This design comes from an exercise in tuning for small area on the open sky130 flow, not from production work. The RTL was checked by simulation tests, not by an equivalence proof against the original design. No activity file was given, so power comes from the tool's default toggle rates.

==> design/flow/design.v <==
package dmem_pkg;
    typedef enum logic {
        ST_CLEAR = 1'b0,
        ST_READY = 1'b1
    } state_t;
    typedef enum logic [1:0] {
        ERR_OK      = 2'd0,
        ERR_RANGE   = 2'd1,
        ERR_BOTH    = 2'd2,
        ERR_NONE_OP = 2'd3
    } err_t;
    function automatic integer bytes_of(input integer data_width);
        bytes_of = data_width / 8;
    endfunction
    function automatic integer index_width(input integer depth);
        index_width = (depth > 1) ? $clog2(depth) : 1;
    endfunction
endpackage
module dmem_read_pipe (
    input  logic [2:0] sel,
    input  logic [2:0] bits,
    output logic       y_n
);
    assign y_n = !(|(sel & bits));
endmodule
module data_memory_pipelined #(
    parameter int DATA_WIDTH   = 16,
    parameter int ADDR_WIDTH   = 16,
    parameter int DEPTH        = 256,
    parameter int READ_LATENCY = 1
) (
    input  logic                      clock,
    input  logic                      reset_n,
    input  logic                      ReqValid,
    output logic                      ReqReady,
    input  logic                      MemWrite,
    input  logic                      MemRead,
    input  logic [ADDR_WIDTH-1:0]     Address,
    input  logic [DATA_WIDTH-1:0]     WriteData,
    input  logic [DATA_WIDTH/8-1:0]   ByteEnable,
    output logic [DATA_WIDTH-1:0]     ReadData,
    output logic                      ReadValid,
    output logic                      AccessError
);
    localparam int BYTES     = dmem_pkg::bytes_of(DATA_WIDTH);
    localparam int LANE_BITS = (BYTES > 1) ? $clog2(BYTES) : 0;
    localparam int IDX_W     = dmem_pkg::index_width(DEPTH);
    localparam int LO_W      = IDX_W / 2;
    localparam int HI_W      = IDX_W - LO_W;
    logic                        ready_q;
    logic                        clr;
    logic [ADDR_WIDTH-1:0]       word_addr;
    logic [IDX_W-1:0]            word_idx;
    logic                        in_range;
    logic                        op_ok;
    logic                        acc;
    logic                        req_err;
    logic [(1<<HI_W)-1:0]        hi_sel;
    logic [(1<<LO_W)-1:0]        lo_sel;
    logic [DEPTH-1:0]            word_sel;
    logic [BYTES-1:0]            lane_we;
    logic [DATA_WIDTH-1:0]       wdata;
    logic [DEPTH*DATA_WIDTH-1:0] mem_q;
    logic [DATA_WIDTH-1:0]       rd_word;
    always_ff @(posedge clock or negedge reset_n) begin
        if (!reset_n) begin
            ready_q <= 1'b0;
        end else begin
            ready_q <= 1'b1;
        end
    end
    assign ReqReady = ready_q;
    assign clr      = !ready_q;
    assign word_addr = Address >> LANE_BITS;
    assign word_idx  = word_addr[IDX_W-1:0];
    assign in_range  = (64'(word_addr) < 64'(DEPTH));
    assign op_ok     = MemWrite ^ MemRead;
    assign acc       = ReqValid && ready_q;
    assign req_err   = !op_ok || !in_range;
    always_comb begin
        for (int i = 0; i < (1 << HI_W); i++) begin
            hi_sel[i] = clr || ((word_idx[IDX_W-1:LO_W] == HI_W'(i)) && in_range && !(MemWrite && MemRead));
        end
        for (int j = 0; j < (1 << LO_W); j++) begin
            lo_sel[j] = clr || (word_idx[LO_W-1:0] == LO_W'(j));
        end
        for (int w = 0; w < DEPTH; w++) begin
            word_sel[w] = hi_sel[w >> LO_W] && lo_sel[w % (1 << LO_W)];
        end
    end
    assign lane_we = clr ? '1 : ({BYTES{acc && MemWrite}} & ByteEnable);
    assign wdata   = clr ? '0 : WriteData;
    always_ff @(posedge clock) begin
        for (int w = 0; w < DEPTH; w++) begin
            for (int b = 0; b < BYTES; b++) begin
                if (word_sel[w] && lane_we[b]) begin
                    mem_q[w*DATA_WIDTH + 8*b +: 8] <= wdata[8*b +: 8];
                end
            end
        end
    end
    logic [DEPTH-1:0] col [DATA_WIDTH];
    logic             rsp_vld_q;
    logic             rsp_err_q;
    always_comb begin
        for (int i = 0; i < DATA_WIDTH; i++) begin
            for (int w = 0; w < DEPTH; w++) begin
                col[i][w] = mem_q[w*DATA_WIDTH + i];
            end
        end
    end
    localparam int NGRP = (DEPTH + 2) / 3;
    logic [3*NGRP-1:0] sel_pad;
    logic [NGRP-1:0]   grp_n [DATA_WIDTH];
    assign sel_pad = (3*NGRP)'(word_sel);
    for (genvar i = 0; i < DATA_WIDTH; i++) begin : g_rd
        logic [3*NGRP-1:0] bits_pad;
        assign bits_pad = (3*NGRP)'(col[i]);
        for (genvar g = 0; g < NGRP; g++) begin : g_grp
            dmem_read_pipe u_aoi (.sel(sel_pad[3*g +: 3]), .bits(bits_pad[3*g +: 3]), .y_n(grp_n[i][g]));
        end
        assign rd_word[i] = !(&grp_n[i]);
    end
    always_ff @(posedge clock or negedge reset_n) begin
        if (!reset_n) begin
            rsp_vld_q <= 1'b0;
            rsp_err_q <= 1'b0;
        end else begin
            rsp_vld_q <= acc && MemRead;
            rsp_err_q <= acc && req_err;
        end
    end
    always_ff @(posedge clock) begin
        ReadData <= rd_word;
    end
    assign ReadValid   = rsp_vld_q;
    assign AccessError = rsp_err_q;
endmodule
==> design/flow/run.sh <==
#!/bin/bash
# synth_recipe.tcl (not shown) runs the flow's synth.tcl, then flattens the netlist and writes it again
# the make line also repeats each setting of config.mk as NAME=value (left out here)
make -C /OpenROAD-flow-scripts/flow DESIGN_CONFIG=/design/flow/config.mk WORK_HOME=/design/flow/orfs CLKGATE_MAP_FILE= SYNTH_SCRIPT=/design/flow/synth_recipe.tcl finish
==> design/flow/config.mk <==
export PLATFORM = sky130hd
export DESIGN_NAME = data_memory_pipelined
export DESIGN_NICKNAME = data_memory_pipelined
export VERILOG_FILES = /design/flow/design.v
export SDC_FILE = /design/flow/constraint.sdc
export NUM_CORES = 4
export LEC_CHECK = 0
export CAP_MARGIN = 20
export CORE_MARGIN = 2
export CORE_UTILIZATION = 60
export SLEW_MARGIN = 20
export SYNTH_HIERARCHICAL = 1
==> design/flow/constraint.sdc <==
create_clock -name core_clock -period 5.0 [get_ports {clock}]
set_input_delay 1.0000 -clock core_clock [delete_from_list [all_inputs] [get_ports {clock}]]
set_output_delay 1.0000 -clock core_clock [all_outputs]
set_load 0.01 [all_outputs]
==> flow_metrics.py, run 1 <==
metrics = {
    "global_route": {
        "track_usage_pct": 36.11,
        "grt_pass1_vias": 83900,
        "grt_overflow_total": 0,
        "antenna_found_initial": 43,
        "globalRoute.busiestLayer": "met2",
        "grt_pass1_wl_um": 618000,
        "grt_max_degree": 179,
        "met1_usage_pct": 51.26,
        "use_met3_pct": 8.421,
        "use_met2_pct": 55.18,
    },
    "critical_path": {
        "path_class": "input pin to register",
        "required_ps": 5840,
        "end_kind": "register",
        "crit_chain": "clkdlybuf4s50_1 -> buf_4 -> nand2_1 -> buf_4 -> o21a_2 -> buf_12 -> buf_4 -> nor2_1 -> buf_4 -> a222oi_1 -> nand4_1 -> nor4_1 -> nand4_1 -> buf_4 -> or4_1",
        "crit_path_start_kind": "input pin",
        "r2r_start": "ready_q",
        "cp-startpoint": "Address[3]",
        "cpMaxStageDelayCell": "nor4_1",
        "cp.arrival_ps": 5850,
        "cp_top_family": "simple AND/OR/NAND/NOR gates",
        "path_max_fanout": 7,
        "slowest_delay_ps": 740,
        "worst-path-buf-inv": 7,
        "crit_top_cell": "buf_4",
        "crit_cells": 15,
        "worstRegToRegCells": 13,
    },
    "finish": {
        "layout_commonest_cell": "edfxtp_1",
        "syn2layout_area_growth_pct": 22.09,
        "final_util_pct": 73.50,
        "drive_gt1_share_pct": 24.92,
        "final_cell_mix": "edfxtp_1, buf_4, a222oi_1",
        "fill_cells": 14410,
        "fin_nets": 9064,
        "final_cell_count_no_fill": 12560,
    },
    "sta": {
        "worst_hold_slack_ps": 188.6,
        "min_period_ps": 5019,
        "clock.fmax_mhz": 199.2,
        "slew_headroom_pct": 19.68,
        "tightest_slew_ps": 1205,
        "finalHoldViolations": 0,
        "fin_worst_skew_ps": 50.37,
        "finalSetupViolations": 1,
        "setup_ws_ps": -18.98,
        "drv_slew": 0,
        "grt_setup_unrepaired": "no",
        "fin_crit_sh_pct": 100.4,
    },
    "pwr": {
        "power_frac_comb_pct": 8.1,
        "p_sw_share_pct": 22.50,
        "switching_power_mw": 17.26,
        "p_leak_nw": 55.49,
        "p_clk_share_pct": 38.6,
        "p_seq_share_pct": 53.3,
        "power_mw": 76.72,
        "internal_power_mw": 59.46,
        "ir_worst_vdd_uv": 356.2,
        "power_density_nw_per_um2": 435.2,
    },
    "clock_tree": {
        "cts.sinks": 4115,
        "cts_setup_buffers": 0,
        "cts_tree": "done",
        "clk_latency_ps": 1000,
        "htree_levels": 5,
        "clk_pin_slew_worst_paths_ps": 60,
        "cts_hold_buf": 0,
        "cts_root_buf": "clkbuf_16",
        "cts_made_buffers": 413,
        "clk_path_buf_depth": 4,
    },
    "synthesis": {
        "netlist_area_sq_um": 144400,
        "synthCells": 6999,
        "synthFlopType": "edfxtp_1",
        "synth_enable_flop_cells": 4096,
        "ys_seq_elements": 4115,
        "synth_cell_type_count": 32,
        "synthTopCellsByArea": "edfxtp_1, a222oi_1, nor2_1, nand4_1, nor4_1",
        "postSynthAreaPerCell_sq_um": 20.63,
        "yosysWarnings": 10,
        "yosysTopAreaCell": "edfxtp_1",
        "async_reset_ff_share_pct": 0.07290,
        "synth_top_area_share_pct": 85.18,
        "ys_seq_area_share_pct": 85.45,
    },
    "die": {
        "core_sq_um": 239900,
        "start_util_pct": 60.20,
        "fp.dieH_um": 494.6,
        "rows": 180,
        "die_x_um": 494.6,
        "ios": 58,
        "dieArea_sq_um": 244600,
    },
    "routing": {
        "drc": 0,
        "wl_per_cell_um": 35.37,
        "vias": 87690,
        "wirelength_um": 444100,
        "drt-vias-per-instance": 6.985,
        "first_iter_violations": 17930,
        "dr.pass1.iters": 10,
        "ant_nets": 0,
    },
    "job": {
        "cap_viol_max_count": 0,
    },
    "placed_design": {
        "pre_cts_slack_ps": -1017,
        "io_buffer_count": 56,
        "dp_hpwl_um": 296900,
        "placedCellCount": 11790,
        "globalplace.congestion": 0.9178,
    },
    "status": {
        "violations": "setup timing",
        "status": "finished with violations",
    },
    "min_path": {
        "hold_class": "input pin to async pin",
    },
}
-- per-module statistics from Yosys (local to each module, per instance) --
module                 cells inside  area [sq um]  flops+latches
data_memory_pipelined          5623        130600           4115
dmem_read_pipe                    1         10.01              0
-- path summary, 6_finish.rpt --
check | to | slack, ps
worst max register to register | ReadData[6] | 90
max in group asynchronous | ready_q | 4660
min in group core_clock | ReadData[7] | 560
worst min-delay path | rsp_vld_q | 190
worst min register to register | ReadData[7] | 560
worst max-delay path | ReadData[4] | -20
-- cell usage after synthesis, drive strengths merged, types with 12 or more instances --
cell    count
clkbuf     87
o31a       12
nor4       65
buf        71
o21a       18
or4        32
edfxtp   4096
nor2      769
nand4     353
and2       16
nand2      41
a222oi   1376
dfxtp      16
nand2b     20
-- state kept, by name, summed over array words and instances, names as in the netlist --
| signal | flops |
|---|---|
| mem_q | 4096 |
| ready_q | 1 |
| rsp_err_q | 1 |
| ReadData | 16 |
| rsp_vld_q | 1 |
-- area by class of cell --
| class | instances | area [sq um] | share of cell area, % |
|---|---|---|---|
| multi-input cells | 2789 | 20940 | 11.88 |
| repair buffers | 1705 | 15070 | 8.546 |
| well taps | 3185 | 3985 | 2.260 |
| flip-flops and latches | 4115 | 123400 | 69.99 |
| diodes | 25 | 62.56 | 0.03549 |
| clock inverters | 242 | 2103 | 1.193 |
| clock buffers | 494 | 10750 | 6.095 |
-- routing by layer --
metal	wire length, um	up-vias
met5	129	-
met4	18270	20
met3	55960	770
met2	206600	6162
met1	163100	44700
li1	-	36040
-- kinds of logic (layout without fill, tap and decap cells) --
family	count (synthesis)	after routing	synth area share, %
AO/OA/AOI/OAI	1418	1418	9.756
buffers and inverters	158	2441	0.4852
AND/OR/NAND/NOR	1305	1305	4.292
flip-flops	4115	4115	85.45
other	2	90	0.005201
adder cells (fa/ha/maj)	1	1	0.008664
-- what timing repair did --
action,CTS,global route
pin swaps,0,0
setup endpoints to repair,1,5
gates resized for setup,1,5
gates cloned,0,0
hold endpoints to repair,0,0
-- power by group through the flow --
| stage | registers, mW | clock network, mW | logic [mW] |
|---|---|---|---|
| 3_5_place_dp | 41.6 | 0 | 6.09 |
| 6_report | 40.9 | 29.6 | 6.22 |
| 2_1_floorplan | 41.4 | 0 | 2.48 |
| 4_1_cts | 40.9 | 29.8 | 6.11 |
| 3_3_place_gp | 41.5 | 0 | 6.00 |
| 5_1_grt | 41.0 | 31.2 | 6.43 |
-- through the flow --
step / instance area (sq um) / TNS [ps]
after detailed placement: 163300 / -11940
after global routing: 176200 / 0
after CTS: 176200 / 0
final: 176300 / -18.98
after global placement: 163300 / -11740
after floorplan: 144600 / -268600
-- worst register-to-register path, cell delays in order (launching register included) --
cell and delay (ps):
dfrtp_2 750, buf_4 300, o31a_2 210, buf_12 220, buf_12 180, nor2_1 130
buf_4 190, a222oi_1 480, nand4_1 430, nor4_1 610, buf_12 210, nand4_1 270
buf_12 260, or4_1 510
==> inputs of run 2 (changes only) <==
--- a/design/flow/config.mk
+++ b/design/flow/config.mk
@@ -9,3 +9,3 @@
 export CORE_MARGIN = 2
-export CORE_UTILIZATION = 60
+export CORE_UTILIZATION = 40
 export SLEW_MARGIN = 20
==> run 2 against run 1 <==
Compared with the run above: the layout still fails its checks (setup timing); clock power is essentially flat; hold slack gained 64 ps; die area grew 50%; fmax shrank 0.36%; count of clock-buffer cells in the layout shrank 14; clock skew shrank 0.78 ps; cell area shrank 0.12%; non-clock buffer count shrank 290; critical endpoint is now ReadData[5]; largest power group unchanged; highest routed layer unchanged.
==> flow_metrics.py, run 2 <==
metrics = {
    "status": {
        "status": "finished with violations",
        "violations": "setup timing",
    },
    "critical_path": {
        "crit_path_start_kind": "input pin",
        "path_max_fanout": 21,
        "required_ps": 5820,
        "cp.arrival_ps": 5850,
        "path_class": "input pin to register",
        "end_kind": "register",
    },
    "clock_tree": {
        "cts.sinks": 4115,
        "cts_hold_buf": 0,
        "cts_made_buffers": 400,
        "clk_path_buf_depth": 4,
        "cts_root_buf": "clkbuf_16",
        "clk_latency_ps": 960,
        "cts_tree": "done",
        "clk_pin_slew_worst_paths_ps": 60,
        "htree_levels": 5,
        "cts_setup_buffers": 0,
    },
    "placed_design": {
        "dp_hpwl_um": 287100,
        "dpl-instance-area_sq_um": 163200,
        "io_buffer_count": 56,
        "globalplace.congestion": 0.8898,
        "placedCellCount": 13090,
    },
    "pwr": {
        "p_leak_nw": 53.97,
        "power_density_nw_per_um2": 434.7,
        "ir_worst_vdd_uv": 319.5,
    },
    "finish": {
        "largestRegisters": "mem_q x4096, ReadData x16",
        "fin_area_sq_um": 176100,
        "fin_nets": 8761,
        "largest_reg_flops": 4096,
        "regMostFlops": "mem_q",
        "drive_gt1_share_pct": 22.58,
        "syn2layout_area_growth_pct": 21.95,
        "layout_commonest_cell": "edfxtp_1",
        "final_cell_count_no_fill": 13840,
        "final_cell_mix": "edfxtp_1, a222oi_1, buf_4",
    },
    "min_path": {
        "hold_class": "input pin to async pin",
    },
    "routing": {
        "wirelength_um": 436500,
        "dr.pass1.iters": 9,
        "vias": 86160,
        "drc": 0,
        "drt-vias-per-instance": 6.226,
        "ant_nets": 0,
        "wl_per_cell_um": 31.55,
        "first_iter_violations": 17260,
    },
    "sta": {
        "finalHoldViolations": 0,
        "fin_crit_sh_pct": 100.7,
        "fin_worst_skew_ps": 49.59,
        "min_period_ps": 5037,
        "finalSetupViolations": 1,
        "tightest_slew_ps": 1202,
        "slew_headroom_pct": 19.86,
        "setup_ws_ps": -37.00,
        "grt_setup_unrepaired": "no",
        "clock.fmax_mhz": 198.5,
        "drv_slew": 0,
    },
    "die": {
        "start_util_pct": 40.20,
        "ios": 58,
        "die_x_um": 604.8,
        "fp.dieH_um": 604.8,
        "core_sq_um": 359200,
        "rows": 220,
        "dieArea_sq_um": 365800,
    },
    "synthesis": {
        "ys_top_cells_by_count": "edfxtp_1, a222oi_1, nor2_1",
        "synth_top_area_share_pct": 85.18,
        "postSynthAreaPerCell_sq_um": 20.63,
        "synth_cell_type_count": 32,
        "yosysTopAreaCell": "edfxtp_1",
        "netlist_area_sq_um": 144400,
        "synthTopCellsByArea": "edfxtp_1, a222oi_1, nor2_1, nand4_1, nor4_1",
        "ys_seq_area_share_pct": 85.45,
        "yosysWarnings": 10,
        "async_reset_ff_share_pct": 0.07290,
        "synthCells": 6999,
        "yosysMostFrequentCell": "edfxtp_1",
        "ys_seq_elements": 4115,
        "synthFlopType": "edfxtp_1",
        "synth_enable_flop_cells": 4096,
    },
    "global_route": {
        "grt_pass1_wl_um": 609500,
        "antenna_found_initial": 24,
        "grt_pass1_vias": 83510,
        "grt_max_degree": 178,
        "track_usage_pct": 23.22,
        "grt_overflow_total": 0,
    },
    "job": {
        "cap_viol_max_count": 0,
    },
}
## run 2: cell counts after synthesis
No cell type changed its count.
## run 2: worst paths after layout
kind	cells after the start	slack [ps]	from	endpoint
hold reg to reg	3	550	mem_q[937]	ReadData[9]
setup / recovery	15	-40	MemWrite	ReadData[5]
setup reg to reg	13	110	ready_q	ReadData[5]
min in group core_clock	3	550	mem_q[937]	ReadData[9]
hold / removal	1	250	reset_n	rsp_vld_q
max in group asynchronous	1	4590	reset_n	ready_q
## run 2: per-module statistics from Yosys (local to each module, per instance)
module                 cell area, sq um  flops+latches
data_memory_pipelined            130600           4115
dmem_read_pipe                    10.01              0
## run 2: cell type report
cell class	instances	area [sq um]
multi-input cells	2789	20810
well taps	4773	5972
fillers	28920	183100
clock buffers	480	10410
diodes	16	40.04
repair buffers	1415	13050
clock inverters	249	2416
flip-flops and latches	4115	123400
## run 2: what timing repair did
item | in CTS | in global routing
endpoints found under the setup margin | 1 | 2
pin swaps | 0 | 0
gates resized for setup | 1 | 2
## run 2: report_power, final
| part | total, mW | leakage [nW] | switching (mW) | internal [mW] |
|---|---|---|---|---|
| Clock | 29.6 | 6.29 | 12.8 | 16.8 |
| Sequential | 40.9 | 34.4 | 0.552 | 40.3 |
| Combinational | 6.11 | 13.3 | 4.03 | 2.08 |
## run 2: kinds of logic (layout without fill, tap and decap cells)
| kind of cell | after synthesis | in the layout | share of synthesized area (%) |
|---|---|---|---|
| other cells | 2 | 81 | 0.005201 |
| simple gates | 1305 | 1305 | 4.292 |
| fa+ha+maj | 1 | 1 | 0.008664 |
| flops | 4115 | 4115 | 85.45 |
| compound gates | 1418 | 1418 | 9.756 |
| buf+inv | 158 | 2144 | 0.4852 |
## run 2: metrics by stage
stage | power, mW | util (%) | setup WS (ps) | hold WS [ps] | setup TNS, ps
2_1_floorplan | 43.91 | - | -192.2 | 506.7 | -268600
3_3_place_gp | 47.34 | 45.41 | -1393 | 541.9 | -9979
3_5_place_dp | 47.59 | 45.42 | -1030 | 540.1 | -9509
4_1_cts | 76.75 | 48.99 | 94.42 | 188.6 | 0
5_1_grt | 78.56 | 49.01 | 50.78 | 228.7 | 0
6_report | 76.55 | 49.02 | -37.00 | 252.3 | -37.00
## run 2: critical path: stages
cell and delay, ps:
clkdlybuf4s50_1 510, ha_1 250, nand3b_1 180, buf_12 130, o31a_2 350, buf_12 240
nor2_1 130, buf_4 200, a222oi_1 530, nand4_1 290, nor4_4 600, buf_4 220
nand4_1 340, buf_4 290, or4_1 510
## run 2: routing by layer
| layer | routed length [um] | part of all wire, % | up-vias | GRT usage, % |
|---|---|---|---|---|
| met5 | 42 | 0.0096 | - | 0 |
| met4 | 20150 | 4.6 | 8 | 9.762 |
| met3 | 50370 | 12 | 770 | 4.490 |
| met2 | 202300 | 46 | 5592 | 36.56 |
| met1 | 163600 | 37 | 44360 | 31.69 |
| li1 | - | - | 35430 | - |

## separate check: timing with driven ports
The flow's constraints put no driver on any port. The routed layouts listed below were extracted and timed again, unchanged, in two steps.
Step 1: set_driving_cell puts a clkbuf_16 on clock and a buf_2 on each other input, an assumption about the parent block.
Step 2, shift: input delay + t, output delay - t, t = (earliest + latest rising clock arrival at the registers) / 2. This alone moves slack from input paths to output paths.
a / b / c = ideal ports / drivers / drivers and shift; a / b = the first two.
| run | t (ns) | setup slack, ns | slew at the worst register clock pin (ns) |
|---|---|---|---|
| run 1 | 1.068 | -0.019 / 0.050 / -1.018 | 0.07 / 0.07 |
| run 2 | 1.038 | -0.037 / 0.028 / -1.011 | 0.07 / 0.07 |
The setup slack of run 1, which loses most, moves by +0.069 ns with the drivers and by -0.999 ns with both steps.
